This design comes from an exercise in tuning for small area, a short achievable clock period and few clock cycles per item on the open sky130 flow, not from production work. In this exercise RTL edits were held to simulation tests only and were not proved equivalent to the original. No activity file was given, so power comes from the tool's default toggle rates.

## design.v

```verilog
package avst_pkg;
  localparam int AVST_DATA_W  = 128;
  localparam int AVST_EMPTY_W = 4;
  localparam int AVST_CHAN_W  = 128;
  typedef struct packed {
    logic                    sop;
    logic                    eop;
    logic [AVST_DATA_W-1:0]  data;
    logic [AVST_EMPTY_W-1:0] empty;
    logic [AVST_CHAN_W-1:0]  channel;
  } avst_beat_t;
  typedef enum logic [0:0] {
    IDLE   = 1'b0,
    LOCKED = 1'b1
  } arb_state_e;
endpackage
module avst_skid_buf #(
  parameter int N_IN   = 4,
  parameter int BEAT_W = 266
) (
  input  logic                   clk,
  input  logic                   rst,
  input  logic                   push_i,
  input  logic [N_IN-1:0]        sel_i,
  input  logic [N_IN*BEAT_W-1:0] in_beats_i,
  output logic                   space_d_o,
  output logic                   out_valid_o,
  input  logic                   out_ready_i,
  output logic [BEAT_W-1:0]      out_beat_o
);
  logic [BEAT_W-1:0] out_q, skid_q, nxt;
  logic              out_v_q, skid_v_q, out_v_d, skid_v_d, load;
  always_comb begin
    nxt = {BEAT_W{skid_v_q}} & skid_q;
    for (int i = 0; i < N_IN; i++) nxt = nxt | ({BEAT_W{sel_i[i]}} & in_beats_i[i*BEAT_W +: BEAT_W]);
  end
  assign load = !out_v_q || out_ready_i;
  always_comb begin
    if (load) begin
      out_v_d  = skid_v_q || push_i;
      skid_v_d = 1'b0;
    end else begin
      out_v_d  = 1'b1;
      skid_v_d = skid_v_q || push_i;
    end
    if (rst) begin
      out_v_d  = 1'b0;
      skid_v_d = 1'b0;
    end
  end
  always_ff @(posedge clk) begin
    out_v_q  <= out_v_d;
    skid_v_q <= skid_v_d;
    skid_q   <= nxt;
    if (load) out_q <= nxt;
  end
  assign space_d_o   = !skid_v_d;
  assign out_valid_o = out_v_q;
  assign out_beat_o  = out_q;
endmodule
module avst_pkt_arbiter #(
  parameter int N_PORTS = 4,
  parameter int DATA_W  = avst_pkg::AVST_DATA_W,
  parameter int EMPTY_W = avst_pkg::AVST_EMPTY_W,
  parameter int CHAN_W  = avst_pkg::AVST_CHAN_W,
  parameter int IDX_W   = (N_PORTS > 1) ? $clog2(N_PORTS) : 1
) (
  input  logic                   clk,
  input  logic                   rst,
  input  logic [N_PORTS-1:0]     avst_in_valid,
  output logic [N_PORTS-1:0]     avst_in_ready,
  input  logic [N_PORTS-1:0]     avst_in_startofpacket,
  input  logic [N_PORTS-1:0]     avst_in_endofpacket,
  input  logic [N_PORTS*DATA_W-1:0]  avst_in_data,
  input  logic [N_PORTS*EMPTY_W-1:0] avst_in_empty,
  input  logic [N_PORTS*CHAN_W-1:0]  avst_in_channel,
  input  logic                   avst_out_ready,
  output logic                   avst_out_valid,
  output logic                   avst_out_startofpacket,
  output logic                   avst_out_endofpacket,
  output logic [DATA_W-1:0]      avst_out_data,
  output logic [EMPTY_W-1:0]     avst_out_empty,
  output logic [CHAN_W-1:0]      avst_out_channel,
  output logic [IDX_W-1:0]       avst_out_port,
  output logic                   sop_err
);
  localparam int BEAT_W = 2 + DATA_W + EMPTY_W + CHAN_W + IDX_W;
  logic [N_PORTS-1:0] sel_q, sel_d, mask_q, mask_d, last_q, last_d;
  logic [N_PORTS-1:0] sel_push, mask_push, sel_hold, mask_hold;
  logic [2*N_PORTS-1:0] scan_push, scan_hold;
  logic               locked_q, locked_d, sop_err_q;
  logic               ok, push, push_sop, push_eop, space_d;
  logic [N_PORTS*BEAT_W-1:0] port_beat;
  logic [BEAT_W-1:0]  out_beat;
  for (genvar gi = 0; gi < N_PORTS; gi++) begin : g_port
    assign port_beat[gi*BEAT_W +: BEAT_W] = {avst_in_startofpacket[gi], avst_in_endofpacket[gi],
                                             avst_in_data[gi*DATA_W +: DATA_W],
                                             avst_in_empty[gi*EMPTY_W +: EMPTY_W],
                                             avst_in_channel[gi*CHAN_W +: CHAN_W],
                                             IDX_W'(gi)};
  end
  assign ok            = !rst && ((avst_in_valid & mask_q) == '0);
  assign avst_in_ready = ok ? sel_q : '0;
  assign push          = ok && ((avst_in_valid & sel_q) != '0);
  assign push_sop      = (avst_in_startofpacket & sel_q) != '0;
  assign push_eop      = (avst_in_endofpacket & sel_q) != '0;
  function automatic logic [2*N_PORTS-1:0] rr_scan(input logic [N_PORTS-1:0] from,
                                                   input logic [N_PORTS-1:0] valid);
    logic [N_PORTS-1:0] win, mask, ahead;
    logic               found;
    win  = '0;
    mask = '0;
    for (int j = 0; j < N_PORTS; j++) begin
      if (from[j]) begin
        found = 1'b0;
        ahead = '0;
        for (int k = 1; k <= N_PORTS; k++) begin
          if (!found && valid[(j + k) % N_PORTS]) begin
            found = 1'b1;
            win[(j + k) % N_PORTS] = 1'b1;
            mask = mask | ahead;
          end
          ahead[(j + k) % N_PORTS] = 1'b1;
        end
        if (!found) win[(j + 1) % N_PORTS] = 1'b1;
      end
    end
    rr_scan = {win, mask};
  endfunction
  assign scan_push = rr_scan(sel_q, avst_in_valid);
  assign scan_hold = rr_scan(last_q, avst_in_valid);
  always_comb begin
    if (!push_eop) begin
      sel_push  = sel_q;
      mask_push = '0;
    end else begin
      sel_push  = scan_push[2*N_PORTS-1:N_PORTS];
      mask_push = scan_push[N_PORTS-1:0];
    end
    if (locked_q) begin
      sel_hold  = last_q;
      mask_hold = '0;
    end else begin
      sel_hold  = scan_hold[2*N_PORTS-1:N_PORTS];
      mask_hold = scan_hold[N_PORTS-1:0];
    end
    if (rst) begin
      sel_d    = N_PORTS'(1);
      mask_d   = '0;
      last_d   = N_PORTS'(1) << (N_PORTS - 1);
      locked_d = 1'b0;
    end else if (push) begin
      sel_d    = space_d ? sel_push : '0;
      mask_d   = mask_push;
      last_d   = sel_q;
      locked_d = !push_eop;
    end else begin
      sel_d    = space_d ? sel_hold : '0;
      mask_d   = mask_hold;
      last_d   = last_q;
      locked_d = locked_q;
    end
  end
  always_ff @(posedge clk) begin
    sop_err_q <= !rst && push && !locked_q && !push_sop;
    locked_q  <= locked_d;
    last_q    <= last_d;
    sel_q     <= sel_d;
    mask_q    <= mask_d;
  end
  avst_skid_buf #(
    .N_IN   (N_PORTS),
    .BEAT_W (BEAT_W)
  ) u_skid (
    .clk         (clk),
    .rst         (rst),
    .push_i      (push),
    .sel_i       (sel_q),
    .in_beats_i  (port_beat),
    .space_d_o   (space_d),
    .out_valid_o (avst_out_valid),
    .out_ready_i (avst_out_ready),
    .out_beat_o  (out_beat)
  );
  assign {avst_out_startofpacket, avst_out_endofpacket, avst_out_data, avst_out_empty,
          avst_out_channel, avst_out_port} = out_beat;
  assign sop_err = sop_err_q;
endmodule
```

## flow/run.sh

```bash
#!/bin/bash
# The standard layout, with every port buffer made from the smallest buffer cell
# (the standard flow leaves the choice to the resizer, which picks a slow delay buffer).
set -o pipefail
export BUFFER_PORTS_ARGS="-buffer_cell sky130_fd_sc_hd__buf_1"
bash standard.sh > standard.log 2>&1
```

## standard.sh

```bash
#!/bin/bash
# synth_recipe.tcl (not shown) runs the flow's synth.tcl, then flattens the netlist and writes it again
# the make line also repeats each setting of config.mk as NAME=value (left out here)
make -C /OpenROAD-flow-scripts/flow DESIGN_CONFIG=/design/flow/config.mk WORK_HOME=/design/flow/orfs CLKGATE_MAP_FILE= SYNTH_SCRIPT=/design/flow/synth_recipe.tcl "${@:-finish}"
```

## config.mk

```make
export PLATFORM = sky130hd
export DESIGN_NAME = avst_pkt_arbiter
export DESIGN_NICKNAME = avst_pkt_arbiter
export VERILOG_FILES = /design/flow/design.v
export SDC_FILE = /design/flow/constraint.sdc
export NUM_CORES = 4
export LEC_CHECK = 0
export CAP_MARGIN = 20
export CORE_AREA = 5 5 475 475
export DIE_AREA = 0 0 480 480
export SETUP_SLACK_MARGIN = 2.0
export SLEW_MARGIN = 20
```

## constraint.sdc

```tcl
create_clock -name core_clock -period 4.5 [get_ports {clk}]
set_input_delay 0.9000 -clock core_clock [delete_from_list [all_inputs] [get_ports {clk}]]
set_output_delay 0.9000 -clock core_clock [all_outputs]
set_load 0.01 [all_outputs]
```

==> results of run 1 <==
-- power breakdown --
part           internal [mW]  leakage [nW]  switching, mW  total [mW]
registers               6.87          5.15          0.611        7.48
logic                   1.40          4.52           4.15        5.55
clock network           3.45          1.13           2.33        5.78
-- sequential cells by signal (all words and copies together), names as in the netlist --
register         cells
last_q               4
locked_q             1
mask_q               4
sel_q                4
sop_err_q            1
u_skid.out_q       264
u_skid.out_v_q       1
u_skid.skid_q      264
u_skid.skid_v_q      1
-- placed cells by master (no fill, tap or decap), types with 16 or more instances in the layout --
cell type / count
a21oi_1: 16
a222oi_1: 261
a22oi_1: 266
buf_1: 1235
buf_2: 51
buf_4: 34
clkbuf_16: 70
clkdlybuf4s15_2: 23
dfxtp_1: 274
diode_2: 45
edfxtp_1: 264
nand2_1: 280
o21ai_0: 18
-- critical path, cell delays in order --
cell,delay (ns)
buf_8,0.13
a222oi_1,0.41
buf_4,0.22
and3_4,0.18
buf_6,0.10
-- kinds of logic (layout without fill, tap and decap cells) --
group | after synthesis | after routing
compound gates | 585 | 585
flops | 544 | 544
simple gates | 326 | 326
buf+inv | 169 | 1500
mux | 1 | 1
other cells | 0 | 45
-- final timing paths --
kind	from	to	slack (ns)	depth (start not counted)
hold / removal	u_skid.skid_q[263]	u_skid.skid_q[263]	0.46	1
setup reg to reg	sel_q[0]	u_skid.out_q[137]	2.18	3
hold reg to reg	u_skid.skid_q[263]	u_skid.skid_q[263]	0.46	1
setup / recovery	avst_in_valid[0]	avst_in_ready[0]	1.66	5
-- synth_stat cells (3+ instances only) --
cell type / count
edfxtp_1: 264
a222oi_1: 261
a21oi_1: 17
nand3_1: 6
a22oi_1: 266
clkbuf_1: 147
nand2_1: 281
and3_1: 4
buf_1: 10
o21ai_0: 18
inv_1: 9
a31oi_1: 4
nor2b_1: 3
nor2_1: 14
nor3_1: 6
a211o_1: 3
dfxtp_1: 280
-- stage by stage --
stage	util	instance area, um2	worst slack (ns)
floorplan	-	20500	0.616
global route	0.145	31900	1.63
global placement	0.132	29000	1.12
CTS	0.144	31700	1.69
detailed placement	0.132	29000	1.10
finish	0.145	31900	1.66
-- cell type report --
cell class / count / area [um2] / share of cell area
antenna: 45 / 113 / 0.00353
clock buffer: 92 / 1900 / 0.0597
clock inverter: 29 / 420 / 0.0132
inverter: 9 / 33.8 / 0.00106
multi-input combinational: 912 / 6300 / 0.198
sequential: 544 / 13600 / 0.425
tap: 2958 / 3700 / 0.116
timing repair buffer: 1370 / 5860 / 0.184
-- routing by layer --
layer	GRT usage	vias up	wire length, um
met4	0.0633	60	8590
met3	0.0794	355	24800
met1	0.168	10900	67800
li1	-	9378	-
met5	0	-	369
met2	0.241	1643	82400
-- timing repair --
action | CTS | global route
resized for setup | 135 | 12
setup buffers | 5 | 0
hold endpoints to repair | 0 | 0
hold buffers | 0 | 0
pin swaps | 1 | 1
setup endpoints to repair | 83 | 10
==> reports/metrics.yaml, run 1 <==
run_status:
  status: "no timing/DRC/antenna violations"
clock_network:
  cts_max_path_buffers: 3
  cts_root_buf: "clkbuf_16"
  path_clk_slew_ns: 0.06
  cts_sinks: 544
  cts_tree: "yes"
  clk_latency_ns: 0.67
  cts_made_buffers: 66
  htree_levels: 3
synthesis:
  synth-seq-cells: 544
  synth_warnings: 2
  synth_nets: 2680
  synth_top_family_by_area: "compound AO/OA/AOI/OAI gates"
  synth_area_leader_cell: "edfxtp_1"
  synth-simple-area-share: 0.0631
  ys_types: 43
  yosysSeqAreaShare: 0.662
  synth_edf_count: 264
  synthArstFlopShare: 0
  yosysTopAreaCellShare: 0.388
  synth-adder-area-share: 0
  synth-main-ff-cell: "dfxtp_1"
  synthTopCellsByArea: "edfxtp_1 (39%), dfxtp_1 (27%), a222oi_1 (13%)"
  synth.area.mux_share: 0.000490
  syn_avg_cell_area_um2: 12.6
  synth_compound_area_frac: 0.243
  synth_xor_xnor_area_share: 0
  synth_cells: 1625
  netlist_area_um2: 20400
sta:
  report.final.setup_viol: 0
  fin_crit_ns: 2.84
  fin_skew_ns: 0.0378
  min_period_over_period: 0.632
  whs_ns: 0.459
  slew_headroom: 0.336
  fin_tns_setup_ns: 0
  rsz0062_at_grt: "yes"
  fmax_mhz: 352
  maxSlewViolCount: 0
  worst_pin_slew_ns: 0.996
  hold_viol: 0
drt:
  routed_wl_mm: 184
  via_count: 22300
  postRouteAntennaNets: 0
  viasPerCell: 3.75
  dr.pass1.iters: 13
  routedWlPerCell_um: 30.9
  drtIter0Drc: 2985
  route.detailed.drc: 0
grt:
  grt_antenna_before_repair: 123
  grt_overflow: 0
  grt_pass1_vias: 22400
  grt_use_total: 0.151
  grt_max_degree: 112
  grt_pass1_wl_mm: 228
pwr:
  power_density_nw_per_um2: 590
  peakVddDrop_uv: 260
  leakage_nw: 10.8
  power_mw: 18.8
die:
  dieArea_um2: 230000
  die_w_um: 480
  coreArea_um2: 220000
  die_y_um: 480
  start_util: 0.0931
  io_pins: 1325
  num_rows: 172
worst_setup_path:
  cp-end-kind: "primary output"
  critPathLaunchType: "input pin"
  critPathMaxFanout: 15
  cp.arrival_ns: 1.94
  path_class: "in2out"
  crit_required_ns: 3.60
run:
  cap_violations: 0
placement:
  dp_hpwl_mm: 157
  gp_congestion: 1.04
  dp_cells: 5787
  port_buffers: 1324
cells_and_area:
  drive_above_1_share: 0.0866
  fin_nets: 3958
  area_delta_synth_final_pct: 56.0
  fin_cells: 5959
  fill_cells: 24900
worst_hold_path:
  min_path_type: "reg2reg"
Testbench counts, summed over its fixed seeds: cycles 8,437, beats 7,399.
==> run 2, diff against run 1 <==
--- a/config.mk
+++ b/config.mk
@@ -9,4 +9,3 @@
 export CORE_AREA = 5 5 475 475
 export DIE_AREA = 0 0 480 480
-export SETUP_SLACK_MARGIN = 2.0
 export SLEW_MARGIN = 20
==> run 2 against run 1 <==
Net effect:
- still clean on timing, DRC and antenna
- global-route usage barely moved
- synthesized cell count did not move
- worst hold slack got worse by 0.018 ns
- combinational power fell by 7.6%
- via count fell by 0.33%
- clock-buffer cell count rose by 1
- first-iteration DRC count fell by 8.3%
- register-to-register slack got worse by 0.34 ns
- clock skew rose by 0.020 ns
- total power rose by 0.25%
- flip-flop and latch count did not move
- die area did not move
- critical endpoint is now avst_in_ready[1]
- highest routed layer unchanged
==> reports/metrics.yaml, run 2 <==
cells_and_area:
  reg.largest.list: "u_skid.out_q: 264 flops, u_skid.skid_q: 264 flops"
  final_util: 0.143  # -0.00202
  fin_area_um2: 31400  # -1.4%
  fin_nets: 3951  # -0.18%
  area_delta_synth_final_pct: 53.8
  drive_above_1_share: 0.0545  # -0.0321
  final_cell_mix: "buf_1 (1,323), nand2_1 (281), dfxtp_1 (275), a22oi_1 (265), edfxtp_1 (264)"
  final_common_cell: "buf_1"
synthesis:
  synthArstFlopShare: 0  # unchanged
  yosysMostFrequentCell: "nand2_1"
  synth_warnings: 2  # unchanged
  synth_edf_count: 264  # unchanged
  synth-seq-cells: 544  # unchanged
  synth-simple-area-share: 0.0631  # unchanged
  synthTopCellsByArea: "edfxtp_1 (39%), dfxtp_1 (27%), a222oi_1 (13%)"
  ys_types: 43  # unchanged
  synth_top_cells_by_count: "nand2_1 (281), dfxtp_1 (280), a22oi_1 (266)"
  synth_top_family_by_area: "compound AO/OA/AOI/OAI gates"
  yosysTopAreaCellShare: 0.388  # unchanged
  synth.area.mux_share: 0.000490  # unchanged
  netlist_area_um2: 20400  # unchanged
  synth_xor_xnor_area_share: 0  # unchanged
  synth_cells: 1625  # unchanged
  synth-main-ff-cell: "dfxtp_1"
  synth_area_leader_cell: "edfxtp_1"
  synth-adder-area-share: 0  # unchanged
  synth_compound_area_frac: 0.243  # unchanged
  synth_nets: 2680  # unchanged
  syn_avg_cell_area_um2: 12.6  # unchanged
  yosysSeqAreaShare: 0.662  # unchanged
worst_setup_path:
  critPathLaunchType: "input pin"
  critPathMaxFanout: 15  # unchanged
  ff2ff_setup_slack_ns: 1.84  # -0.34 ns
  path_cells: "buf_1 > a222oi_1 > and3_1 > buf_1"
  path_buf_inv: 2  # -1
  crit_required_ns: 3.60  # about the same
  cpMaxStageDelayCell: "a222oi_1"
  cp.arrival_ns: 2.60  # +0.66 ns
  max_stage_delay_ns: 0.78  # +0.37 ns
  crit_family: "compound AO/OA/AOI/OAI gates"
  crit_top_cell: "buf_1"
  cp-end-kind: "primary output"
  path_class: "in2out"
clock_network:
  cts_setup_buffers: 0  # -5
  cts_resized: 0  # -100%
  cts_max_path_buffers: 3  # unchanged
  hold_buffers: 0  # unchanged
  cts_root_buf: "clkbuf_16"
  clk_latency_ns: 0.71  # +0.04 ns
  cts_made_buffers: 71  # +7.6%
  htree_levels: 3  # unchanged
  cts_tree: "yes"
  path_clk_slew_ns: 0.06  # about the same
  cts_sinks: 544  # unchanged
pwr:
  peakVddDrop_uv: 241  # -7.3%
  power_density_nw_per_um2: 600  # +1.7%
  leakage_nw: 10.5  # -3.2%
grt:
  grt_pass1_vias: 22400  # +0.12%
  grtUsageMet1: 0.165  # -0.00306
  grt_use_total: 0.150  # -0.000388
  grtUsageMet3: 0.0738  # -0.00563
  grt_overflow: 0  # unchanged
  top_usage_layer: "met2"
  grt_max_degree: 135  # +21%
  grt_pass1_wl_mm: 228  # +0.32%
  grt_antenna_before_repair: 87  # -29%
  use_met2: 0.250  # +0.00946
die:
  num_rows: 172  # unchanged
  die_y_um: 480  # unchanged
  start_util: 0.0931  # unchanged
  dieArea_um2: 230000  # unchanged
  coreArea_um2: 220000  # unchanged
  die_w_um: 480  # unchanged
  io_pins: 1325  # unchanged
sta:
  rsz0062_at_grt: "no"
  min_period_over_period: 0.778  # +0.146
  fmax_mhz: 286  # -19%
  maxSlewViolCount: 0  # unchanged
  whs_ns: 0.441  # -0.0178 ns
  worst_pin_slew_ns: 1.19  # +0.194 ns
  fin_crit_ns: 3.50  # +0.658 ns
  hold_viol: 0  # unchanged
  fin_tns_setup_ns: 0  # unchanged
  fin_skew_ns: 0.0579  # +0.0201 ns
  slew_headroom: 0.206  # -0.129
  report.final.setup_viol: 0  # unchanged
placement:
  dp_hpwl_mm: 155  # -1.4%
  gp_congestion: 1.02  # -2.0%
  place_area_um2: 28900  # -0.43%
  port_buffers: 1324  # unchanged
drt:
  dr.pass1.iters: 9  # -4
  routedWlPerCell_um: 30.9  # about the same
  route.detailed.drc: 0  # unchanged
  drtIter0Drc: 2736  # -8.3%
  postRouteAntennaNets: 0  # unchanged
  via_count: 22300  # -0.33%
  viasPerCell: 3.75  # -0.11%
  routed_wl_mm: 184  # -0.16%
run:
  cap_violations: 0  # unchanged
run_status:
  status: "no timing/DRC/antenna violations"
worst_hold_path:
  min_path_type: "in2reg"
-- run 2: cell counts after synthesis --
Identical to the previous run, type by type.
-- run 2: routing by layer --
| metal | vias to the layer above | wire, um |
|---|---|---|
| li1 | 9358 | - |
| met1 | 11000 | 66500 |
| met2 | 1580 | 86500 |
| met3 | 284 | 23800 |
| met4 | 52 | 6210 |
| met5 | - | 633 |
-- run 2: path summary, 6_finish.rpt --
kind	from	endpoint	cells past startpoint
max	avst_in_valid[0]	avst_in_ready[1]	4
min	avst_in_channel[465]	u_skid.skid_q[83]	3
max reg2reg	sel_q[2]	u_skid.out_q[225]	3
min reg2reg	u_skid.skid_q[262]	u_skid.skid_q[262]	2
-- run 2: cell type report --
class / count / area, um2
antenna: 33 / 82.6
inverter: 9 / 33.8
clock buffer: 93 / 1950
multi-input combinational: 912 / 6290
sequential: 544 / 13600
timing repair buffer: 1358 / 5330
fill: 25100 / 188000
tap: 2958 / 3700
clock inverter: 39 / 509
-- run 2: cells by family (layout without fill, tap and decap cells) --
| kind of cell | Yosys count | after routing |
|---|---|---|
| AO/OA/AOI/OAI | 585 | 585 |
| buffers and inverters | 169 | 1499 |
| flip-flops | 544 | 544 |
| multiplexers | 1 | 1 |
| other | 0 | 33 |
| AND/OR/NAND/NOR | 326 | 326 |
-- run 2: through the flow --
step	worst slack (ns)	total power, mW	instances
floorplan	0.613	9.30	1625
CTS	1.06	19.4	5913
global route	0.938	19.9	5934
finish	0.997	18.9	5946
detailed placement	1.06	13.1	5781
global placement	1.13	13.1	5781
-- run 2: worst reg2reg max path: stages (launching register included) --
cell	delay [ns]
dfxtp_4	0.56
buf_12	0.35
a222oi_1	1.24
nand2_1	0.21
-- run 2: power by group --
group	internal (mW)	switching (mW)	total (mW)
logic	1.22	3.91	5.13
registers	6.88	0.797	7.67
clock network	3.43	2.62	6.06
==> run 3, diff against run 2 <==
--- a/config.mk
+++ b/config.mk
@@ -7,5 +7,5 @@
 export LEC_CHECK = 0
 export CAP_MARGIN = 20
-export CORE_AREA = 5 5 475 475
-export DIE_AREA = 0 0 480 480
+export CORE_AREA = 5 5 295 295
+export DIE_AREA = 0 0 300 300
 export SLEW_MARGIN = 20
==> run 3 against run 2 <==
Net effect:
- the run now fails in I/O pin placement
- synthesized cell count is the same
- synthesized area is the same
==> reports/metrics.yaml, run 3 <==
die:
  die_y_um: 300  # -38%
  die_w_um: 300  # -38%
  num_rows: 106  # -38%
  start_util: 0.245  # +0.152
synthesis:
  synth_edf_count: 264  # unchanged
  synth-main-ff-cell: "dfxtp_1"
  synth_cells: 1625  # unchanged
  ys_types: 43  # unchanged
  synth_warnings: 2  # unchanged
  yosysMostFrequentCell: "nand2_1"
  synth-seq-cells: 544  # unchanged
  syn_avg_cell_area_um2: 12.6  # unchanged
  synth_nets: 2680  # unchanged
  netlist_area_um2: 20400  # unchanged
  synth_area_leader_cell: "edfxtp_1"
  synthArstFlopShare: 0  # unchanged
  yosysSeqAreaShare: 0.662  # unchanged
  synthTopCellsByArea: "edfxtp_1 (39%), dfxtp_1 (27%), a222oi_1 (13%)"
  yosysTopAreaCellShare: 0.388  # unchanged
  synth_top_cells_by_count: "nand2_1 (281), dfxtp_1 (280), a22oi_1 (266)"
run_status:
  status: "did not finish"
  error_line: "[ERROR PPL-0024] Number of IO pins (1325) exceeds maximum number of available positions (1082). Increase the die perimeter from 1200.00um to 1802.00um."
  stop_stage: "I/O pin placement"
==> run 3: cell counts after synthesis <==
Identical to the previous run, type by type.
==> run 3: kinds of logic after synthesis <==
family / Yosys count / synth area share
DFF: 544 / 0.662
and+or+nand+nor: 326 / 0.0631
buffers and inverters: 169 / 0.0313
AOI/OAI and AO/OA: 585 / 0.243
muxes: 1 / 0.000490
==> run 4, diff against run 3 <==
--- a/design.v
+++ b/design.v
@@ -86,9 +86,10 @@
 );
   localparam int BEAT_W = 2 + DATA_W + EMPTY_W + CHAN_W + IDX_W;
-  logic [N_PORTS-1:0] sel_q, sel_d, mask_q, mask_d, last_q, last_d;
+  logic [N_PORTS-1:0] sel_q, sel_d, mask_d, last_q, last_d;
   logic [N_PORTS-1:0] sel_push, mask_push, sel_hold, mask_hold;
   logic [2*N_PORTS-1:0] scan_push, scan_hold;
+  logic [N_PORTS*N_PORTS-1:0] pmask_q;
   logic               locked_q, locked_d, sop_err_q;
-  logic               ok, push, push_sop, push_eop, space_d;
+  logic               push, push_sop, push_eop, space_d;
   logic [N_PORTS*BEAT_W-1:0] port_beat;
   logic [BEAT_W-1:0]  out_beat;
@@ -100,7 +101,8 @@
                                              IDX_W'(gi)};
   end
-  assign ok            = !rst && ((avst_in_valid & mask_q) == '0);
-  assign avst_in_ready = ok ? sel_q : '0;
-  assign push          = ok && ((avst_in_valid & sel_q) != '0);
+  for (genvar gi = 0; gi < N_PORTS; gi++) begin : g_ready
+    assign avst_in_ready[gi] = !rst && sel_q[gi] && ((avst_in_valid & pmask_q[gi*N_PORTS +: N_PORTS]) == '0);
+  end
+  assign push = (avst_in_valid & avst_in_ready) != '0;
   assign push_sop      = (avst_in_startofpacket & sel_q) != '0;
   assign push_eop      = (avst_in_endofpacket & sel_q) != '0;
@@ -167,5 +169,6 @@
     last_q    <= last_d;
     sel_q     <= sel_d;
-    mask_q    <= mask_d;
+    for (int i = 0; i < N_PORTS; i++)
+      pmask_q[i*N_PORTS +: N_PORTS] <= sel_d[i] ? (mask_d & ~(N_PORTS'(1) << i)) : '0;
   end
   avst_skid_buf #(
--- a/config.mk
+++ b/config.mk
@@ -7,5 +7,6 @@
 export LEC_CHECK = 0
 export CAP_MARGIN = 20
-export CORE_AREA = 5 5 295 295
-export DIE_AREA = 0 0 300 300
+export CORE_AREA = 5 5 455 455
+export DIE_AREA = 0 0 460 460
+export SETUP_SLACK_MARGIN = 2.2
 export SLEW_MARGIN = 20
==> run 4 against run 3 <==
Net effect:
- now clean on timing, DRC and antenna
- synthesized cell count grew 2.1%
- synthesized area is 2.0% higher
==> reports/metrics.yaml, run 4 <==
die:
  start_util: 0.103  # -0.141
  die_y_um: 460  # +53%
  num_rows: 165  # +56%
  coreArea_um2: 202000
  io_pins: 1325
  die_w_um: 460  # +53%
  dieArea_um2: 212000
clock_network:
  clk_latency_ns: 0.69
  cts_max_path_buffers: 3
  cts_sinks: 552
  cts_made_buffers: 61
  path_clk_slew_ns: 0.07
  cts_tree: "yes"
  cts_root_buf: "clkbuf_16"
  htree_levels: 2
sta:
  rsz0062_at_grt: "yes"
  maxSlewViolCount: 0
  fin_skew_ns: 0.0407
  report.final.setup_viol: 0
  hold_viol: 0
  fmax_mhz: 386
  worst_pin_slew_ns: 1.13
  slew_headroom: 0.250
  fin_crit_ns: 2.59
  min_period_over_period: 0.575
  fin_tns_setup_ns: 0
drt:
  routed_wl_mm: 164
  via_count: 22400
  route.detailed.drc: 0
  dr.pass1.iters: 10
  routedWlPerCell_um: 28.8
  wl_met1_mm: 62.8
  top_layer: "met5"
  viasPerCell: 3.94
  wl_met2_mm: 73.0
  wl_met3_mm: 20.2
  postRouteAntennaNets: 0
  drtIter0Drc: 3556
cells_and_area:
  final_common_cell: "buf_1"
  area_delta_synth_final_pct: 52.5
  reg.largest.list: "u_skid.out_q: 264 flops, u_skid.skid_q: 264 flops, pmask_q: 12 flops"
  fill_cells: 22900
  final_cell_mix: "buf_1 (1,163), dfxtp_1 (280), nand2_1 (275), edfxtp_1 (264), a222oi_1 (261)"
  fin_nets: 3975
  drive_above_1_share: 0.112
  fin_area_um2: 31800
grt:
  grt_use_total: 0.143
  grt_pass1_vias: 21700
  grt_max_degree: 139
  grt_antenna_before_repair: 96
  grt_pass1_wl_mm: 204
  grt_overflow: 0
worst_hold_path:
  min_path_type: "in2reg"
  worstHoldEndpoint: "u_skid.skid_q[93]"
  whs_path_depth: 3
  hp-start: "avst_in_channel[219]"
synthesis:
  yosysTopAreaCellShare: 0.380  # -0.00761
  synth-main-ff-cell: "dfxtp_1"
  synth_area_leader_cell: "edfxtp_1"
  netlist_area_um2: 20900  # +2.0%
  yosysSeqAreaShare: 0.657  # -0.00530
  synth_warnings: 2  # unchanged
  synth_compound_area_frac: 0.244  # +0.000268
  synth_cells: 1659  # +2.1%
  synth-adder-area-share: 0  # unchanged
  synth_edf_count: 264  # unchanged
  syn_avg_cell_area_um2: 12.6  # about the same
  synth_nets: 2714  # +1.3%
  synthArstFlopShare: 0  # unchanged
  synth_xor_xnor_area_share: 0  # unchanged
  synth-simple-area-share: 0.0663  # +0.00320
  synth.area.mux_share: 0.000480  # -0.00000960
  yosysMostFrequentCell: "dfxtp_1"
  synth-seq-cells: 552  # +1.5%
  synthTopCellsByArea: "edfxtp_1 (38%), dfxtp_1 (28%), a222oi_1 (13%)"
  ys_types: 52  # +21%
  synth_top_family_by_area: "compound AO/OA/AOI/OAI gates"
  synth_top_cells_by_count: "dfxtp_1 (288), nand2_1 (275), a22oi_1 (267)"
placement:
  dp_hpwl_mm: 135
  gp_congestion: 0.966
  port_buffers: 1324
  place_area_um2: 28900
worst_setup_path:
  path_class: "in2out"
  cp.arrival_ns: 1.69
  crit_start: "avst_in_valid[2]"
  r2r_cells: 5
  crit_required_ns: 3.60
  critPathMaxFanout: 16
  ff2ff_setup_slack_ns: 2.18
  cp-end-kind: "primary output"
  r2r_end: "u_skid.out_q[180]"
  r2r-start: "sel_q[3]"
  critPathLaunchType: "input pin"
run_status:
  status: "no timing/DRC/antenna violations"
pwr:
  leakage_nw: 10.9
  power_density_nw_per_um2: 770
  peakVddDrop_uv: 440
run:
  cap_violations: 0
==> run 4: timing repair <==
action,in CTS,in global routing
resized for setup,319,23
pin swaps,6,4
hold buffers,0,0
cloned,0,1
setup buffers,12,0
setup endpoints to repair,313,34
==> run 4: logic make-up after synthesis <==
group / Yosys count
buffers and inverters: 175
flip-flops: 552
AO/OA/AOI/OAI: 592
multiplexers: 1
AND/OR/NAND/NOR: 339
==> run 4: critical path, cell delays in order <==
cell and delay, ns:
buf_6 0.14, a22oi_2 0.19, nand4b_1 0.16, inv_2 0.17
buf_6 0.12
==> run 4: how the worst max path moves through the flow <==
| stage | endpoint | slack [ns] | depth (start not counted) |
|---|---|---|---|
| 5_1_grt | avst_in_ready[0] | 1.88 | 5 |
| 3_3_place_gp | pmask_q[1] | 1.06 | 7 |
| 3_5_place_dp | pmask_q[9] | 1.13 | 7 |
| 6_report | avst_in_ready[0] | 1.91 | 5 |
| 4_1_cts | avst_in_ready[0] | 1.91 | 4 |
| 2_1_floorplan | u_skid.out_q[0] | -0.89 | 2 |
==> run 4: layout make-up <==
class | count | area (um2) | share of cell area
Antenna cell | 45 | 113 | 0.00354
Clock buffer | 76 | 1710 | 0.0537
Clock inverter | 39 | 380 | 0.0120
Inverter | 12 | 48.8 | 0.00153
Multi-Input combinational cell | 932 | 6570 | 0.207
Sequential cell | 552 | 13700 | 0.431
Tap cell | 2672 | 3340 | 0.105
Timing Repair Buffer | 1361 | 5920 | 0.186
==> run 4: power by group <==
| part | internal (mW) | switching (mW) |
|---|---|---|
| Combinational | 2.81 | 7.01 |
| Clock | 2.98 | 2.25 |
| Sequential | 8.35 | 1.07 |
| Total | 14.1 | 10.3 |
==> run 4: per-layer routing <==
metal  vias up  global-route usage
met3       252              0.0568
met2      1661               0.228
li1       9453                   -
met1     11000               0.173
met5         -                   0
met4        42              0.0548
==> run 4: stage by stage <==
stage	instances	power [mW]	utilization	setup WS (ns)	hold WS, ns
final	5689	24.5	0.157	1.91	0.442
after global routing	5665	25.7	0.157	1.88	0.407
after CTS	5643	24.8	0.156	1.91	0.350
after detailed placement	5516	18.8	0.143	1.13	0.446
after global placement	5516	18.7	0.143	1.06	0.435
after floorplan	1659	13.2	-	-0.894	0.418
Testbench counts of run 4, summed over its fixed seeds: cycles 8,437, beats 7,399.
==> run 5, diff against run 4 <==
==> flow/run.sh (replaced) <==
#!/bin/bash
# The standard layout, with every port buffer made from the smallest buffer cell
# (the standard flow leaves the choice to the resizer, which picks a slow delay buffer),
# and pins allowed on every routing track so that the die can be small.
set -o pipefail
export BUFFER_PORTS_ARGS="-buffer_cell sky130_fd_sc_hd__buf_1"
export PLACE_PINS_ARGS="-min_distance 1 -min_distance_in_tracks"
bash standard.sh > standard.log 2>&1
--- a/config.mk
+++ b/config.mk
@@ -7,6 +7,8 @@
 export LEC_CHECK = 0
 export CAP_MARGIN = 20
-export CORE_AREA = 5 5 455 455
-export DIE_AREA = 0 0 460 460
+export CORE_AREA = 5 5 255 255
+export CTS_CLUSTER_DIAMETER = 60
+export CTS_CLUSTER_SIZE = 20
+export DIE_AREA = 0 0 260 260
 export SETUP_SLACK_MARGIN = 2.2
 export SLEW_MARGIN = 20
==> run 5 against run 4 <==
Net effect:
- fmax grew 4.7%
- first-iteration DRC count grew 6.8%
- core utilization rose by 30 points
- combinational power shrank 23%
- sequential share of layout area grew 5.0 points
- clock-buffer cell count fell by 22
- sequential power decreased by 2%
- synthesized cell count unchanged
- die area down 68%
- flip-flop and latch count unchanged
- cell area down 10%
==> reports/metrics.yaml, run 5 <==
worst_setup_path:
  critPathMaxFanout: 5  # -11
  cp-end-kind: "primary output"
  crit_required_ns: 3.60  # about the same
  path_class: "in2out"
  cp.arrival_ns: 1.57  # -0.12 ns
  critPathLaunchType: "input pin"
synthesis:
  synth-seq-cells: 552  # unchanged
  synth_cells: 1659  # unchanged
  synth_warnings: 2  # unchanged
  synth_area_leader_cell: "edfxtp_1"
  synth_edf_count: 264  # unchanged
  synth-main-ff-cell: "dfxtp_1"
  yosysSeqAreaShare: 0.657  # unchanged
  netlist_area_um2: 20900  # unchanged
  yosysMostFrequentCell: "dfxtp_1"
  ys_types: 52  # unchanged
  synthTopCellsByArea: "edfxtp_1 (38%), dfxtp_1 (28%), a222oi_1 (13%)"
  yosysTopAreaCellShare: 0.380  # unchanged
  syn_avg_cell_area_um2: 12.6  # unchanged
  synthArstFlopShare: 0  # unchanged
  synth_nets: 2714  # unchanged
  synth_top_cells_by_count: "dfxtp_1 (288), nand2_1 (275), a22oi_1 (267)"
die:
  start_util: 0.337  # +0.234
  coreArea_um2: 61800  # -69%
  dieArea_um2: 67600  # -68%
  die_w_um: 260  # -43%
  num_rows: 91  # -45%
  io_pins: 1325  # unchanged
  die_y_um: 260  # -43%
pwr:
  swShare: 0.388  # -0.0340
  internal_power_mw: 12.8  # -9.7%
  power_density_nw_per_um2: 733  # -4.7%
  clkPwrFrac: 0.195  # -0.019
  combPwrFrac: 0.363  # -0.038
  leakage_nw: 10.1  # -6.8%
  switchingPower_mw: 8.10  # -22%
  peakVddDrop_uv: 308  # -30%
  pwr-share-seq: 0.442  # +0.057
cells_and_area:
  final_common_cell: "buf_1"
  drive_above_1_share: 0.0506  # -0.0611
  fin_cells: 3820  # -33%
  reg.largest.list: "u_skid.out_q: 264 flops, u_skid.skid_q: 264 flops, pmask_q: 12 flops"
  final_cell_mix: "buf_1 (1,313), dfxtp_1 (283), nand2_1 (275), edfxtp_1 (264), a22oi_1 (263)"
  fin_nets: 3964  # -0.28%
  area_delta_synth_final_pct: 36.5
sta:
  fin_skew_ns: 0.0306  # -0.0101 ns
  fin_crit_ns: 2.47  # -0.116 ns
  fin_tns_setup_ns: 0  # unchanged
  min_period_over_period: 0.550  # -0.0258
  worst_pin_slew_ns: 1.16  # +0.0307 ns
  report.final.setup_viol: 0  # unchanged
  rsz0062_at_grt: "yes"
  fmax_mhz: 404  # +4.7%
  maxSlewViolCount: 0  # unchanged
  slew_headroom: 0.229  # -0.0205
  setup_slack_ns: 2.03  # +0.116 ns
  hold_viol: 0  # unchanged
grt:
  grt_pass1_vias: 22000  # +1.5%
  grt_overflow: 0  # unchanged
  grt_use_total: 0.287  # +0.144
  grt_max_degree: 174  # +25%
  grt_pass1_wl_mm: 145  # -29%
  grt_antenna_before_repair: 49  # -49%
placement:
  dp_hpwl_mm: 77.8  # -42%
  gp_congestion: 1.01  # +4.7%
  dp_cells: 3678  # -33%
  post-place-ws_ns: 1.08  # -0.0429 ns
  port_buffers: 1324  # unchanged
drt:
  postRouteAntennaNets: 0  # unchanged
  viasPerCell: 5.82  # +48%
  dr.pass1.iters: 13  # +3
  route.detailed.drc: 0  # unchanged
  via_count: 22200  # -0.86%
  routed_wl_mm: 107  # -35%
  routedWlPerCell_um: 27.9  # -3.0%
  drtIter0Drc: 3798  # +6.8%
clock_network:
  cts_max_path_buffers: 3  # unchanged
  clk_latency_ns: 0.59  # -0.10 ns
  path_clk_slew_ns: 0.07  # about the same
  cts_sinks: 552  # unchanged
  htree_levels: 2  # unchanged
  cts_tree: "yes"
  cts_root_buf: "clkbuf_16"
  cts_made_buffers: 43  # -30%
run:
  cap_violations: 0  # unchanged
worst_hold_path:
  min_path_type: "reg2reg"
run_status:
  status: "no timing/DRC/antenna violations"
-- run 5: cell counts after synthesis --
No cell type changed its count.
-- run 5: final cells by class --
cell class	instances	area, um2
clock buffers	54	1170
multi-input cells	933	6540
diodes	39	97.6
inverters	12	48.8
well taps	837	1050
repair buffers	1367	5530
flip-flops and latches	552	13700
clock inverters	26	323
fillers	6047	33400
-- run 5: final timing paths --
| kind | start | endpoint | slack (ns) | cells past startpoint |
|---|---|---|---|---|
| max | rst | avst_in_ready[0] | 2.03 | 5 |
| min | u_skid.skid_q[245] | u_skid.skid_q[245] | 0.47 | 2 |
| max reg2reg | sel_q[1] | pmask_q[3] | 2.33 | 7 |
| min reg2reg | u_skid.skid_q[245] | u_skid.skid_q[245] | 0.47 | 2 |
-- run 5: power groups by stage --
stage | clock network [mW] | logic (mW) | registers, mW
3_3_place_gp | 0 | 6.74 | 9.51
3_5_place_dp | 0 | 6.83 | 9.51
2_1_floorplan | 0 | 3.45 | 9.73
5_1_grt | 4.38 | 8.05 | 9.44
4_1_cts | 4.17 | 7.38 | 9.21
6_report | 4.08 | 7.57 | 9.22
-- run 5: per-layer routing --
layer	routed length, um	vias to the layer above	track usage
li1	-	9415	-
met1	36400	10300	0.324
met2	46200	1963	0.427
met3	15400	478	0.133
met4	8430	26	0.204
met5	165	-	0.00658
-- run 5: timing repair --
action	4_1_cts	5_1_grt
gates cloned	0	1
setup buffers	21	0
resized for setup	43	12
hold buffers	0	0
endpoints found under the setup margin	379	57
pin swaps	4	1
-- run 5: cells by family (layout without fill, tap and decap cells) --
logic type	after synthesis	count (layout)	share of synthesized area
muxes	1	1	0.000480
and+or+nand+nor	339	339	0.0663
DFF	552	552	0.657
other	0	39	0
buffers and inverters	175	1459	0.0332
AOI/OAI and AO/OA	592	593	0.244
-- run 5: per-stage QoR --
step	power [mW]	utilization	cell area, um2	hold WS, ns
finish	20.9	0.460	28500	0.466
global route	21.9	0.460	28500	0.486
CTS	20.8	0.458	28300	0.464
detailed placement	16.3	0.428	26500	0.446
global placement	16.2	0.428	26500	0.431
floorplan	13.2	-	20900	0.418
-- run 5: critical path: stages --
cell,delay (ns)
buf_6,0.09
buf_6,0.12
nand4b_1,0.22
inv_2,0.10
buf_6,0.13
==> run 6, diff against run 5 <==
--- a/config.mk
+++ b/config.mk
@@ -8,6 +8,4 @@
 export CAP_MARGIN = 20
 export CORE_AREA = 5 5 255 255
-export CTS_CLUSTER_DIAMETER = 60
-export CTS_CLUSTER_SIZE = 20
 export DIE_AREA = 0 0 260 260
 export SETUP_SLACK_MARGIN = 2.2
==> run 6 against run 5 <==
Net effect:
- non-clock buffer count shrank 1
- clock skew shrank 0.012 ns
- still clean on timing, DRC and antenna
- combinational power is essentially flat
- largest power group unchanged
- die area is the same
- synthesized cell count is the same
- total power grew 4.4%
- sequential power is essentially flat
- register-to-register slack is essentially flat
- global-route usage grew 0.22 points
- synthesized area is the same
- critical path type unchanged
- sequential share of layout area shrank 0.89 points
==> reports/metrics.yaml, run 6 <==
drt:
  viasPerCell: 5.83  # +0.12%
  dr.pass1.iters: 17  # +4
  postRouteAntennaNets: 0  # unchanged
  via_count: 22400  # +0.94%
  route.detailed.drc: 0  # unchanged
  routedWlPerCell_um: 27.9  # -0.10%
  routed_wl_mm: 107  # +0.71%
  drtIter0Drc: 3769  # -0.76%
worst_setup_path:
  crit_required_ns: 3.60  # about the same
  r2r_end: "pmask_q[3]"
  critPathLaunchType: "input pin"
  ff2ff_setup_slack_ns: 2.32  # about the same
  path_class: "in2out"
  crit_end: "avst_in_ready[2]"
  crit_start: "rst"
  r2r_cells: 7  # unchanged
  r2r-start: "sel_q[1]"
  cp.arrival_ns: 1.58  # about the same
  cp-end-kind: "primary output"
  critPathMaxFanout: 5  # unchanged
clock_network:
  hold_buffers: 0  # unchanged
  cts_root_buf: "clkbuf_16"
  path_clk_slew_ns: 0.06  # about the same
  htree_levels: 2  # unchanged
  cts_max_path_buffers: 3  # unchanged
  cts_sinks: 552  # unchanged
  cts_made_buffers: 58  # +35%
  cts_tree: "yes"
  clk_latency_ns: 0.61  # +0.02 ns
sta:
  setup_slack_ns: 2.02  # -0.00330 ns
  maxSlewViolCount: 0  # unchanged
  whs_ns: 0.464  # -0.00227 ns
  worst_pin_slew_ns: 0.852  # -0.304 ns
  fmax_mhz: 404  # -0.13%
  min_period_over_period: 0.550  # +0.000733
  report.final.setup_viol: 0  # unchanged
  rsz0062_at_grt: "yes"
  slew_headroom: 0.432  # +0.202
  fin_tns_setup_ns: 0  # unchanged
  hold_viol: 0  # unchanged
  fin_crit_ns: 2.48  # +0.00330 ns
  fin_skew_ns: 0.0185  # -0.0120 ns
cells_and_area:
  fill_cells: 5996  # -0.84%
  final_util: 0.469  # +0.00870
  area_delta_synth_final_pct: 39.1
  final_common_cell: "buf_1"
  fin_cells: 3851  # +0.81%
  fin_nets: 3978  # +0.35%
  final_cell_mix: "buf_1 (1,313), dfxtp_1 (283), nand2_1 (275), edfxtp_1 (264), a22oi_1 (263)"
  reg.largest.list: "u_skid.out_q: 264 flops, u_skid.skid_q: 264 flops, pmask_q: 12 flops"
  fin_area_um2: 29000  # +1.9%
  drive_above_1_share: 0.0572  # +0.00657
synthesis:
  synth_warnings: 2  # unchanged
  yosysMostFrequentCell: "dfxtp_1"
  synthTopCellsByArea: "edfxtp_1 (38%), dfxtp_1 (28%), a222oi_1 (13%)"
  synthArstFlopShare: 0  # unchanged
  synth_area_leader_cell: "edfxtp_1"
  synth_top_cells_by_count: "dfxtp_1 (288), nand2_1 (275), a22oi_1 (267)"
  yosysTopAreaCellShare: 0.380  # unchanged
  synth_edf_count: 264  # unchanged
  synth-seq-cells: 552  # unchanged
  synth-main-ff-cell: "dfxtp_1"
  netlist_area_um2: 20900  # unchanged
  ys_types: 52  # unchanged
  synth_nets: 2714  # unchanged
  yosysSeqAreaShare: 0.657  # unchanged
  synth_cells: 1659  # unchanged
  syn_avg_cell_area_um2: 12.6  # unchanged
placement:
  place_area_um2: 26500  # unchanged
  gp_congestion: 1.01  # unchanged
  dp_cells: 3678  # unchanged
  port_buffers: 1324  # unchanged
  dp_hpwl_mm: 77.8  # unchanged
  post-place-ws_ns: 1.08  # unchanged
pwr:
  leakage_nw: 10.4  # +2.7%
  peakVddDrop_uv: 304  # -1.3%
  power_mw: 21.8  # +4.4%
  power_density_nw_per_um2: 752  # +2.5%
run_status:
  status: "no timing/DRC/antenna violations"
die:
  dieArea_um2: 67600  # unchanged
  start_util: 0.337  # unchanged
  coreArea_um2: 61800  # unchanged
  num_rows: 91  # unchanged
  io_pins: 1325  # unchanged
  die_y_um: 260  # unchanged
  die_w_um: 260  # unchanged
grt:
  grt_max_degree: 174  # unchanged
  grt_use_total: 0.289  # +0.00223
  grt_pass1_vias: 22100  # +0.65%
  grt_antenna_before_repair: 52  # +6.1%
  grt_pass1_wl_mm: 147  # +0.70%
  grt_overflow: 0  # unchanged
worst_hold_path:
  min_path_type: "reg2reg"
run:
  cap_violations: 0  # unchanged
## run 6: cell types whose count changed in the layout (fill, tap and decap cells not counted), moves of 2 or more
cell       delta
clkbuf_16    +17
clkbuf_8      +8
clkinv_2      +6
clkbuf_1      +5
clkinv_8      -4
buf_4         -3
bufinv_16     +3
clkinv_1      +3
inv_16        -3
inv_6         -3
diode_2       +2
## run 6: final cells by class
class,count,area [um2],share of cell area
Tap cell,837,1050,0.0361
Sequential cell,552,13700,0.473
Timing Repair Buffer,1366,5550,0.191
Inverter,12,48.8,0.00168
Multi-Input combinational cell,933,6540,0.226
Clock inverter,26,277,0.00953
Antenna cell,41,103,0.00354
Clock buffer,84,1720,0.0594
## run 6: repair_timing
action / 4_1_cts / 5_1_grt
setup buffers: 19 / 0
gates cloned: 0 / 1
hold endpoints to repair: 0 / 0
setup endpoints to repair: 379 / 70
gates resized for setup: 43 / 12
pin swaps: 4 / 1
## run 6: cell families (layout without fill, tap and decap cells)
family | Yosys count | in the layout | share of synthesized area
compound gates | 592 | 593 | 0.244
buf+inv | 175 | 1488 | 0.0332
flops | 552 | 552 | 0.657
mux | 1 | 1 | 0.000480
other cells | 0 | 41 | 0
simple gates | 339 | 339 | 0.0663
## run 6: how the worst min path moves through the flow
stage / slack (ns) / cells past startpoint / from / to
global route: 0.48 / 2 / u_skid.skid_q[139] / u_skid.skid_q[139]
detailed placement: 0.45 / 2 / u_skid.skid_q[262] / u_skid.skid_q[262]
finish: 0.46 / 2 / u_skid.skid_q[101] / u_skid.skid_q[101]
CTS: 0.46 / 2 / u_skid.skid_q[262] / u_skid.skid_q[262]
floorplan: 0.42 / 2 / u_skid.skid_q[262] / u_skid.skid_q[262]
global placement: 0.43 / 1 / u_skid.skid_q[263] / u_skid.skid_q[263]
## run 6: critical path, stage by stage
cell and delay, ns:
buf_6 0.09, buf_6 0.12, nor2b_2 0.12, and3_4 0.19
buf_6 0.14
## run 6: where the power goes
group / internal [mW] / total (mW) / switching, mW
Sequential: 8.33 / 9.23 / 0.907
Clock: 2.95 / 4.99 / 2.04
Combinational: 2.40 / 7.57 / 5.17
## run 6: metal layers
layer / global-route usage / wire, um / vias to the layer above
li1: - / - / 9452
met1: 0.325 / 36700 / 10500
met2: 0.430 / 46300 / 1965
met3: 0.132 / 15300 / 512
met4: 0.215 / 8970 / 26
met5: 0.0110 / 180 / -
==> run 7, diff against run 6 <==
--- a/config.mk
+++ b/config.mk
@@ -8,4 +8,6 @@
 export CAP_MARGIN = 20
 export CORE_AREA = 5 5 255 255
+export CTS_CLUSTER_DIAMETER = 70
+export CTS_CLUSTER_SIZE = 25
 export DIE_AREA = 0 0 260 260
 export SETUP_SLACK_MARGIN = 2.2
==> run 7 against run 6 <==
Net effect:
- routed wire length fell by 0.94%
- non-clock buffer count increased by 1
- still clean
- global-route usage shrank 0.18 points
- sequential power barely moved
- worst hold slack gained 0.0031 ns
- critical path type unchanged
==> reports/metrics.yaml, run 7 <==
run_status:
  status: "no timing/DRC/antenna violations"
pwr:
  clkPwrFrac: 0.181  # -0.048
  swShare: 0.395  # +0.0223
  leakage_nw: 10.0  # -3.5%
  power_density_nw_per_um2: 725  # -3.6%
  switchingPower_mw: 8.10  # -0.36%
  pwr-share-seq: 0.450  # +0.026
  power_mw: 20.5  # -6.0%
  combPwrFrac: 0.369  # +0.022
  internal_power_mw: 12.4  # -9.3%
  peakVddDrop_uv: 291  # -4.0%
synthesis:
  synth-seq-cells: 552  # unchanged
  synthTopCellsByArea: "edfxtp_1 (38%), dfxtp_1 (28%), a222oi_1 (13%)"
  synth_area_leader_cell: "edfxtp_1"
  synth_cells: 1659  # unchanged
  synth_top_cells_by_count: "dfxtp_1 (288), nand2_1 (275), a22oi_1 (267)"
  yosysMostFrequentCell: "dfxtp_1"
  synth_edf_count: 264  # unchanged
  syn_avg_cell_area_um2: 12.6  # unchanged
  yosysTopAreaCellShare: 0.380  # unchanged
  yosysSeqAreaShare: 0.657  # unchanged
  synthArstFlopShare: 0  # unchanged
  synth-main-ff-cell: "dfxtp_1"
  netlist_area_um2: 20900  # unchanged
  synth_nets: 2714  # unchanged
  ys_types: 52  # unchanged
  synth_warnings: 2  # unchanged
sta:
  maxSlewViolCount: 0  # unchanged
  hold_viol: 0  # unchanged
  report.final.setup_viol: 0  # unchanged
  min_period_over_period: 0.551  # +0.000662
  slew_headroom: 0.213  # -0.219
  rsz0062_at_grt: "yes"
  fin_tns_setup_ns: 0  # unchanged
  setup_slack_ns: 2.02  # -0.00298 ns
  whs_ns: 0.467  # +0.00313 ns
  fmax_mhz: 403  # -0.12%
  fin_crit_ns: 2.48  # +0.00298 ns
  fin_skew_ns: 0.0297  # +0.0111 ns
  worst_pin_slew_ns: 1.18  # +0.328 ns
worst_setup_path:
  r2r_end: "pmask_q[9]"
  r2r_cells: 7  # unchanged
  max_stage_delay_ns: 0.22  # +0.03 ns
  cp-end-kind: "primary output"
  critPathLaunchType: "input pin"
  path_cells: "buf_6 > buf_6 > nand4b_1 > inv_2 > buf_6"
  crit_required_ns: 3.60  # about the same
  r2r-start: "sel_q[3]"
  cpMaxStageDelayCell: "nand4b_1"
  critPathMaxFanout: 5  # unchanged
  cp.arrival_ns: 1.58  # about the same
  crit_end: "avst_in_ready[0]"
  ff2ff_setup_slack_ns: 2.32  # about the same
  path_class: "in2out"
  crit_start: "rst"
  crit_top_cell: "buf_6"
grt:
  grt_overflow: 0  # unchanged
  grt_antenna_before_repair: 46  # -12%
  grt_pass1_vias: 22000  # -0.75%
  grt_pass1_wl_mm: 146  # -0.65%
  grt_use_total: 0.287  # -0.00182
  grt_max_degree: 174  # unchanged
die:
  start_util: 0.337  # unchanged
  die_w_um: 260  # unchanged
  num_rows: 91  # unchanged
  die_y_um: 260  # unchanged
  coreArea_um2: 61800  # unchanged
  dieArea_um2: 67600  # unchanged
  io_pins: 1325  # unchanged
drt:
  postRouteAntennaNets: 0  # unchanged
  viasPerCell: 5.86  # +0.61%
  drtIter0Drc: 3900  # +3.5%
  routed_wl_mm: 106  # -0.94%
  route.detailed.drc: 0  # unchanged
  routedWlPerCell_um: 28.0  # +0.34%
  via_count: 22300  # -0.67%
  dr.pass1.iters: 13  # -4
worst_hold_path:
  min_path_type: "reg2reg"
  hp-start: "u_skid.skid_q[262]"
clock_network:
  cts_sinks: 552  # unchanged
  hold_buffers: 0  # unchanged
  cts_max_path_buffers: 3  # unchanged
  cts_tree: "yes"
  clk_latency_ns: 0.59  # -0.02 ns
  cts_root_buf: "clkbuf_16"
  htree_levels: 2  # unchanged
  path_clk_slew_ns: 0.07  # about the same
  cts_made_buffers: 37  # -36%
cells_and_area:
  final_cell_mix: "buf_1 (1,313), dfxtp_1 (283), nand2_1 (275), edfxtp_1 (264), a22oi_1 (263)"
  drive_above_1_share: 0.0478  # -0.00940
  fin_area_um2: 28300  # -2.5%
  area_delta_synth_final_pct: 35.6
  fill_cells: 6058  # +1.0%
  reg.largest.list: "u_skid.out_q: 264 flops, u_skid.skid_q: 264 flops, pmask_q: 12 flops"
  fin_nets: 3958  # -0.50%
  final_common_cell: "buf_1"
  multiInputGateArea_um2: 6540  # unchanged
  seq_area_um2: 13700  # unchanged
placement:
  port_buffers: 1324  # unchanged
  dp_hpwl_mm: 77.8  # unchanged
  place_area_um2: 26500  # unchanged
  post-place-ws_ns: 1.08  # unchanged
  gp_congestion: 1.01  # unchanged
run:
  cap_violations: 0  # unchanged
[run 7: through the flow]
step	utilization	std cells
3_5_place_dp	0.428	3678
5_1_grt	0.457	3795
2_1_floorplan	-	1659
4_1_cts	0.455	3765
3_3_place_gp	0.428	3678
6_report	0.457	3802
[run 7: worst min path at each step]
stage / cells past startpoint / slack [ns] / end
2_1_floorplan: 2 / 0.42 / u_skid.skid_q[262]
3_3_place_gp: 1 / 0.43 / u_skid.skid_q[263]
3_5_place_dp: 2 / 0.45 / u_skid.skid_q[262]
4_1_cts: 2 / 0.47 / u_skid.skid_q[262]
5_1_grt: 2 / 0.49 / u_skid.skid_q[139]
6_report: 2 / 0.47 / u_skid.skid_q[262]
[run 7: power groups by stage]
stage | Sequential (mW) | Combinational, mW | Clock [mW]
2_1_floorplan | 9.73 | 3.45 | 0
3_3_place_gp | 9.51 | 6.74 | 0
3_5_place_dp | 9.51 | 6.83 | 0
4_1_cts | 9.21 | 7.38 | 3.82
5_1_grt | 9.43 | 8.05 | 4.01
6_report | 9.22 | 7.56 | 3.72
[run 7: layout make-up]
| class | count | area share |
|---|---|---|
| inverter | 12 | 0.00173 |
| clock buffer | 42 | 0.0341 |
| tap | 837 | 0.0370 |
| clock inverter | 24 | 0.0124 |
| multi-input combinational | 933 | 0.231 |
| sequential | 552 | 0.485 |
| timing repair buffer | 1367 | 0.195 |
| antenna | 35 | 0.00310 |
[run 7: routing by layer]
metal  vias up  wire length, um  share of wire  track usage
met1     10400            36000           0.34        0.326
met4        26             8690          0.082        0.205
li1       9386                -              -            -
met2      1977            46000           0.43        0.428
met3       501            15500           0.15        0.132
met5         -              164         0.0015      0.00146
[run 7: repair_timing]
action	in CTS	in global routing
gates cloned	0	1
endpoints found under the setup margin	378	87
buffers inserted	21	0
hold endpoints to repair	0	0
pin swaps	4	1
gates resized for setup	43	12
[run 7: worst max-delay path, delay by kind of cell]
| kind | cells | cell delay (ns) |
|---|---|---|
| and+or+nand+nor | 1 | 0.22 |
| buffers and inverters | 4 | 0.45 |
[run 7: cells by family (layout without fill, tap and decap cells)]
family / Yosys count / after routing / share of synthesized area
other cells: 0 / 35 / 0
simple gates: 339 / 339 / 0.0663
compound gates: 592 / 593 / 0.244
mux: 1 / 1 / 0.000480
buf+inv: 175 / 1445 / 0.0332
flops: 552 / 552 / 0.657

port drivers added, routing unchanged:
No port has a modelled driver above. Below, the same layouts with a new extraction and two added sets of constraints. Step 1 assumes that a clkbuf_16 drives the clock port and a buf_2 every other input. Step 2 adds t to the input delays and takes it off the output delays; t is the mean of the earliest and latest rising clock arrival at the registers after step 1. Input paths then give back, and output paths get back, about the clock's delay inside the block. Slacks: ideal / step 1 / step 2; pairs: ideal / step 1.
| run | t (ns) | slack for setup (ns) | slew at the worst register clock pin (ns) |
|---|---|---|---|
| run 1 | 0.712 | 1.655 / 1.598 / 1.598 | 0.06 / 0.06 |
| run 2 | 0.746 | 0.997 / 0.969 / 0.969 | 0.07 / 0.07 |
| run 4 | 0.732 | 1.910 / 1.738 / 1.524 | 0.07 / 0.07 |
| run 5 | 0.631 | 2.027 / 1.961 / 1.716 | 0.09 / 0.09 |
| run 6 | 0.661 | 2.023 / 1.962 / 1.697 | 0.07 / 0.07 |
| run 7 | 0.633 | 2.020 / 1.922 / 1.640 | 0.10 / 0.10 |
After both steps setup and hold are still met in every run listed. For run 4, which loses most, drivers alone change the setup slack by -0.172 ns; drivers and shift together by -0.386 ns.
